This is an optimization exercise on Yosys and OpenROAD, whose aim is small area, a short achievable clock period and few clock cycles, not a production implementation.
Where RTL was checked, it was by simulation tests only, not by an equivalence proof against the original.
Power figures rest on the tool's default switching activity, not on a simulated workload.

==> inputs of 01-21 <==
Design usb_app, start of the top module:
module usb_app #(
   parameter int RAM_DEPTH = 256,
   parameter int WAIT_W    = 8
) (
   input  logic       clk_i,
   input  logic       rstn_i,
   input  logic [7:0] out_data_i,
   input  logic       out_valid_i,
   output logic       out_ready_o,
   output logic [7:0] in_data_o,
   output logic       in_valid_o,
   input  logic       in_ready_i
);
Settings: LEC_CHECK=0, ABC_CLOCK_PERIOD_IN_PS=2400, CAP_MARGIN=20, CORE_MARGIN=2, CORE_UTILIZATION=50, CTS_CLUSTER_DIAMETER=60, CTS_CLUSTER_SIZE=25, SETUP_SLACK_MARGIN=2.6, SLEW_MARGIN=20; clock period 5.0 ns.
run.sh (not shown) runs the stock make flow with config.mk's settings and CLKGATE_MAP_FILE= SYNTH_SCRIPT=/design/flow/synth_recipe.tcl, a recipe that flattens the netlist after the stock synthesis.
==> 05-06: changes against 01-21 <==
--- a/flow/design.v
+++ b/flow/design.v
@@ -445,15 +445,15 @@
    assign zero_addr_o = st_RR;
    assign paced_o    = (in_take & op_q) | (hs_out & pD_q & ~sk_v_q);
    assign wait_set_o = tW;
    assign wait_val_o = b;
    logic p_init;
    assign p_init      = pA2_q & cOUT_q & ~(sl_v_q & sWD_q & slot_busy);
    assign pcrc_en_o   = p_init | pv_q;
-   assign pcrc_init_o = p_init;
+   assign pcrc_init_o = 1'b0;          
    assign pcrc_upd_o  = pv_q;
    assign pcrc_data_o = pd_q;
    assign out_ready_o = rdyo_q;
    assign in_valid_o  = ovo_q;
    assign in_data_o   = odo_q;
    logic sk_v_d;
    logic omove;
@@ -564,17 +564,17 @@
          sRR_q <= pA2_q & cRR_q;
          sLR_q <= pC_q;
          sWD_q <= pD_q;
       end
       if (st_LR || st_WD) gidx_q <= 2'd1;
       if (st_IN)          gidx_q <= 2'd0;
       if (run_wd)         gidx_q <= gidx_q + 1'b1;
-      if (st_IN || st_RR) begin
+      if (gI_q) begin
          gcnt_q  <= gj_arg;
-         glast_q <= st_IN ? (gj_arg == 24'd1) : (gj_arg == 24'd0);
+         glast_q <= (sl_v_q ? sIN_q : pA2_q & cIN_q) ? (gj_arg == 24'd1) : (gj_arg == 24'd0);
       end
       if (run_in || rd_iss) begin
          gcnt_q  <= dec24(gcnt_q);
          glast_q <= run_in ? (gcnt_q == 24'd2) : (gcnt_q == 24'd1);
       end
       if (st_RR)       rdone_q <= 1'b0;
       else if (rd_iss) rdone_q <= glast_q;
==> flow/config.mk (replaced) <==
export PLATFORM = sky130hd
export DESIGN_NAME = usb_app
export DESIGN_NICKNAME = usb_app
export VERILOG_FILES = /design/flow/design.v
export SDC_FILE = /design/flow/constraint.sdc
export NUM_CORES = 4
export LEC_CHECK = 0
export ABC_CLOCK_PERIOD_IN_PS = 2400
export CAP_MARGIN = 20
export CORE_MARGIN = 2
export CORE_UTILIZATION = 50
export CTS_CLUSTER_DIAMETER = 65
export CTS_CLUSTER_SIZE = 30
export PLACE_DENSITY = 0.8
export SETUP_SLACK_MARGIN = 2.6
export SLEW_MARGIN = 20
==> 06-17: changes against 01-21 <==
--- a/flow/design.v
+++ b/flow/design.v
@@ -170,24 +170,19 @@
    logic [7:0]       rsel_lo;       
    logic [3:0]       rsel_hi;       
    logic [7:0]       rgrp [4];
    logic [7:0]       tap [NT];
    assign wr_idle_o = ~|dl_v;
    assign wr_ok_o   = wr_idle_o | wr_cont_i;
    assign wd   = apos - 8'd2;
-   logic          sel0;
-   logic [SW-1:0] w_sm1;
+   logic [SW-1:0] s_n;
    logic          we_q;
    logic [7:0]    wdat_q;
-   logic [KW-1:0] wk_d;
-   logic [7:0]    wlo_q;            
-   logic [3:0]    whi_q;
-   assign wk_d  = wr_idle_o ? wd[7:SW] : w_k;
-   assign sel0  = wr_idle_o ? (apos[SW-1:0] == SW'(2)) : (w_s == '0);
-   assign w_sm1 = w_s - 1'b1;
+   logic [KW-1:0] wk_q;
+   assign s_n  = wr_idle_o ? wd[SW-1:0] : w_s;
    assign w_en = we_q;
    assign w_d  = wdat_q;
    always_ff @(posedge clk_i or negedge rstn) begin
       if (!rstn) begin
          ph     <= '0;
          apos   <= '0;
          aset_q <= 1'b0;
@@ -200,27 +195,26 @@
          else if (wr_en_i)     apos <= apos;
          else if (zero_addr_i) apos <= ~ph;
          else                  apos <= apos - 8'd1;
          for (int j = TAP_P - 1; j > 0; j--) begin
             dl_v[j] <= dl_v[j-1] & (w_s != SW'(j - 1));
          end
          dl_v[0] <= wr_en_i;
-         we_q    <= sel0 ? wr_en_i : (~wr_idle_o & dl_v[w_sm1]);
+         we_q    <= (s_n == '0) ? wr_en_i : dl_v[s_n - 1'b1];
       end
    end
    always_comb begin
       if (rd_start_i)      rd_off_d = apos - 8'd1;
       else if (!rd_take_i) rd_off_d = rd_off - 8'd1;
       else                 rd_off_d = rd_off;
    end
    always_ff @(posedge clk_i) begin
       if (set_addr_i) aval_q <= set_val_i;
-      wdat_q <= sel0 ? wr_data_i : dl_data[w_sm1];
-      wlo_q  <= 8'd1 << wk_d[2:0];
-      whi_q  <= 4'd1 << wk_d[4:3];
+      wdat_q <= (s_n == '0) ? wr_data_i : dl_data[s_n - 1'b1];
+      wk_q   <= wr_idle_o ? wd[7:SW] : w_k;
       if (wr_idle_o) begin
          w_s <= wd[SW-1:0];
          w_k <= wd[7:SW];
       end
       rd_off <= rd_off_d;
       rsel_lo <= 8'd1 << rd_off_d[5:3];
       rsel_hi <= 4'd1 << rd_off_d[7:6];
@@ -229,15 +223,15 @@
          dl_data[j] <= dl_data[j-1];
       end
    end
    logic [2047:0] ring_d;
    always_comb begin
       ring_d = {ring[7:0], ring[2047:8]};
       for (int k = 0; k < NT; k++) begin
-         if (w_en && wlo_q[k % 8] && whi_q[k / 8]) ring_d[k*TAP_P*8 +: 8] = w_d;
+         if (w_en && wk_q == KW'(k)) ring_d[k*TAP_P*8 +: 8] = w_d;
       end
    end
    always_ff @(posedge clk_i) begin
       ring <= ring_d;
    end
    always_comb begin
       for (int k = 0; k < NT; k++) begin
@@ -323,18 +317,14 @@
    logic        gI_q, gN_q, gW_q, gR_q;
    logic [23:0] gcnt_q;
    logic        glast_q;              
    logic        rv_q;                 
    logic [7:0]  rdat_q;
    logic        rdone_q;              
    logic [1:0]  gidx_q;
-   function automatic logic [23:0] dec24(input logic [23:0] x);
-      dec24[11:0]  = x[11:0] - 1'b1;
-      dec24[23:12] = (x[11:0] == 12'd0) ? x[23:12] - 1'b1 : x[23:12];
-   endfunction
    logic        hs_out;
    logic        b_v;
    logic [7:0]  b;
    logic        b_zero;
    logic        b_six;
    logic [6:0]  sk_dec_q;
    logic [6:0]  in_dec;
@@ -359,47 +349,43 @@
    logic gen_quiet;
    logic sl_arg;
    logic cjob;
    assign in_take    = ov_q & in_ready_i;
    assign ofree      = ~tv_q & ~(wait_nz_i & (ov_q | ~pace_near_free_i));
    assign g_ready    = gI_q & ofree;
    assign byp_ok     = g_ready & ~sl_v_q;
-   logic wd_wait;
-   logic pv_q;
-   logic [7:0] pd_q;
-   assign wd_wait    = sWD_q & pv_q;
-   assign slot_busy  = sl_v_q & ~(g_ready & ~wd_wait);
+   assign slot_busy  = sl_v_q & ~g_ready;
    assign rread_busy = (sl_v_q & sRR_q) | gR_q;
    assign echo_ok    = byp_ok & ~rread_busy & wr_ok_i;
    assign gen_quiet  = gI_q & ~sl_v_q & ~ov_q & ~tv_q;
    assign sl_arg     = sl_v_q & (sIN_q | sLD_q | sRR_q);
    assign cjob       = cIN_q | cLW_q | cRR_q;
    logic tL, tC, tA0, tA1, tA2, tD, tW;
    logic take;
    logic sl_fill;
    logic c_in, c_out, c_addr, c_wait, c_lw, c_rr;    
    assign tL  = b_v & pL_q & (b_zero | echo_ok);
    assign tC  = b_v & pC_q & ~(b_six & slot_busy);
    assign tA0 = b_v & pA0_q & ~(sl_arg & ~g_ready);
    assign tA1 = b_v & pA1_q;
-   assign tA2 = b_v & pA2_q & ~(cjob & slot_busy) & ~(cOUT_q & sl_v_q & sWD_q & slot_busy);
+   assign tA2 = b_v & pA2_q & ~(cjob & slot_busy) & ~(cOUT_q & sl_v_q & sWD_q & ~g_ready);
    assign tD  = b_v & pD_q & ~(arg_last_q & slot_busy);
    assign tW  = b_v & pW_q & gen_quiet;
    assign take = tL | tC | tA0 | tA1 | tA2 | tD | tW;
    assign c_in   = b_dec[1];
    assign c_out  = b_dec[2];
    assign c_addr = b_dec[3];
    assign c_wait = b_dec[4];
    assign c_lw   = b_dec[5];
    assign c_rr   = b_dec[6];
    assign sl_fill = (tC & b_six & ~byp_ok) | (tA2 & cjob & ~byp_ok) | (tD & arg_last_q);
    logic        sl_take;
    logic        st_E, st_LR, st_WD, st_IN, st_LD, st_RR;    
    logic [23:0] gj_arg;
-   assign sl_take = sl_v_q & g_ready & ~wd_wait;
+   assign sl_take = sl_v_q & g_ready;
    assign st_E    = b_v & pL_q & ~b_zero & echo_ok;
    assign st_LR   = (sl_take & sLR_q) | (b_v & pC_q & b_six & byp_ok);
    assign st_WD   = sl_take & sWD_q;
    assign st_IN   = (sl_take & sIN_q) | (b_v & pA2_q & cIN_q & byp_ok);
    assign st_LD   = (sl_take & sLD_q) | (b_v & pA2_q & cLW_q & byp_ok);
    assign st_RR   = (sl_take & sRR_q) | (b_v & pA2_q & cRR_q & byp_ok);
    assign gj_arg  = sl_v_q ? arg_q : {b, arg_q[15:0]};
@@ -443,19 +429,19 @@
    assign set_addr_o  = tA0 & cADDR_q;
    assign set_val_o   = b;
    assign zero_addr_o = st_RR;
    assign paced_o    = (in_take & op_q) | (hs_out & pD_q & ~sk_v_q);
    assign wait_set_o = tW;
    assign wait_val_o = b;
    logic p_init;
-   assign p_init      = pA2_q & cOUT_q & ~(sl_v_q & sWD_q & slot_busy);
-   assign pcrc_en_o   = p_init | pv_q;
+   assign p_init      = pA2_q & cOUT_q & ~(sl_v_q & sWD_q & ~g_ready);
+   assign pcrc_en_o   = p_init | tD;
    assign pcrc_init_o = p_init;
-   assign pcrc_upd_o  = pv_q;
-   assign pcrc_data_o = pd_q;
+   assign pcrc_upd_o  = pD_q;
+   assign pcrc_data_o = b;
    assign out_ready_o = rdyo_q;
    assign in_valid_o  = ovo_q;
    assign in_data_o   = odo_q;
    logic sk_v_d;
    logic omove;
    assign sk_v_d = b_v & ~take;
    assign omove  = ~ov_q | in_take;
@@ -502,17 +488,15 @@
       end
    end
    always_ff @(posedge clk_i or negedge rstn) begin
       if (!rstn) begin
          pL_q <= 1'b1; pC_q <= 1'b0; pA0_q <= 1'b0; pA1_q <= 1'b0;
          pA2_q <= 1'b0; pD_q <= 1'b0; pW_q <= 1'b0;
          lb_q <= 1'b0;
-         pv_q <= 1'b0;
       end else begin
-         pv_q  <= tD;
          lb_q  <= st_E;
          pL_q  <= (pL_q & ~(tL & b_zero)) | tW | (tA2 & ~cOUT_q) | (tD & arg_last_q) |
                   (tC & ~(c_in | c_out | c_addr | c_wait | c_lw | c_rr));
          pC_q  <= (pC_q & ~tC) | (tL & b_zero);
          pA0_q <= (pA0_q & ~tA0) | (tC & (c_in | c_out | c_addr | c_lw | c_rr));
          pA1_q <= (pA1_q & ~tA1) | tA0;
          pA2_q <= (pA2_q & ~tA2) | tA1;
@@ -524,23 +508,22 @@
       if (tC) begin
          cIN_q   <= c_in;
          cOUT_q  <= c_out;
          cADDR_q <= c_addr;
          cLW_q   <= c_lw;
          cRR_q   <= c_rr;
       end
-      pd_q <= b;
       if (tA0) arg_q[7:0]  <= b;
       if (tA1) arg_q[15:8] <= b;
       if (tA2) begin
          arg_q[23:16] <= b;
          arg_last_q   <= ({b, arg_q[15:0]} == 24'd0);
       end
       if (tD) begin
-         arg_q      <= dec24(arg_q);
+         arg_q      <= arg_q - 1'b1;
          arg_last_q <= (arg_q == 24'd1);
       end
    end
    always_ff @(posedge clk_i or negedge rstn) begin
       if (!rstn) begin
          sl_v_q <= 1'b0;
          gI_q <= 1'b1; gN_q <= 1'b0; gW_q <= 1'b0; gR_q <= 1'b0;
@@ -569,15 +552,15 @@
       if (st_IN)          gidx_q <= 2'd0;
       if (run_wd)         gidx_q <= gidx_q + 1'b1;
       if (st_IN || st_RR) begin
          gcnt_q  <= gj_arg;
          glast_q <= st_IN ? (gj_arg == 24'd1) : (gj_arg == 24'd0);
       end
       if (run_in || rd_iss) begin
-         gcnt_q  <= dec24(gcnt_q);
+         gcnt_q  <= gcnt_q - 1'b1;
          glast_q <= run_in ? (gcnt_q == 24'd2) : (gcnt_q == 24'd1);
       end
       if (st_RR)       rdone_q <= 1'b0;
       else if (rd_iss) rdone_q <= glast_q;
       if (rd_iss)      rdat_q  <= rd_data_i;
    end
 endmodule
==> summary.txt <==
Cell count: 06-17 > 01-21 > 05-06. Synthesized area, lowest first: 05-06, 06-17, 01-21. The highest critical path depth belongs to 06-17, the lowest to 05-06. Combinational power: 01-21 is larger than 06-17 (about 50%). The lowest global-route usage belongs to 05-06, the highest to 01-21. Of 06-17 and 05-06, 05-06 has the higher sequential power (gap about 4%, measured against 05-06). Between 06-17 and 01-21, the lower non-clock buffer count is in 01-21 (gap 42).
==> figures <==
|  | 01-21 | 05-06 | 06-17 |
|---|---|---|---|
| Power consumed by the clock network | 11.9 mW | 9.89 mW | 12.3 mW |
| Switching share of power | 29.4% | 29.7% | 26.8% |
| Buffer count from post-CTS setup fixing | 100 | 42 | 82 |
| RD Place Congestion | 0.839 | 0.873 | 0.853 |
| Register cell area after layout | 51000 um2 | 51000 um2 | 50800 um2 |
| Sequential Power | 22.4 mW | 22.5 mW | 21.5 mW |
| Most used routing layer | met1 | met2 | met2 |
| Per-cell via count in the routed design | 5.05 | 5.16 | 5.00 |
| Internal power of the cells | 31.1 mW | 29.0 mW | 29.6 mW |
| Count of standard-cell rows | 132 | 131 | 132 |
| Number of detailed-routing iterations run before antenna repair | 7 | 6 | 5 |
| Run status | timing/DRC/antenna clean | timing/DRC/antenna clean | timing/DRC/antenna clean |
| Clock latency on the worst-skew pair | 0.79 ns | 0.73 ns | 0.78 ns |
| Net switching power figure | 13.0 mW | 12.3 mW | 10.8 mW |
| Post-Synthesis Cell Area | 64900 um2 | 64300 um2 | 64900 um2 |
Testbench counts of 05-06, summed over its fixed seeds: cycles 7,044.
Function not checked in 01-21 and 06-17: the RTL went through the layout flow alone.

## what the ideal ports hide
The results above use ideal ports. As a check the final layouts listed here were re-extracted and re-timed, cells and wires unchanged.
Step 1 assumes that a clkbuf_16 drives the clock port and a buf_2 every other input.
Step 2 moves the port delays by t, midway between the first and last clock arrival at a register: inputs arrive t later, outputs are due t later. That takes back most of the time a late clock gives input paths.
Three values: no drivers, after step 1, after step 2; two values: the first two.
run	shift t [ns]	setup slack, ns	clock arrival spread, ns	slew at the worst register clock pin (ns)	worst slew at a driven data input, ns
01-21	0.851	2.251 / 2.251 / 1.728	0.041 / 0.041	0.09 / 0.09	0.05
05-06	0.777	2.548 / 2.548 / 1.823	0.077 / 0.077	0.11 / 0.11	0.05
06-17	0.843	2.173 / 2.173 / 1.809	0.041 / 0.041	0.10 / 0.10	0.05
After both steps setup and hold are still met in every run listed. The setup slack of 05-06, which loses most, moves by 0.000 ns with the drivers and by -0.725 ns with both steps.
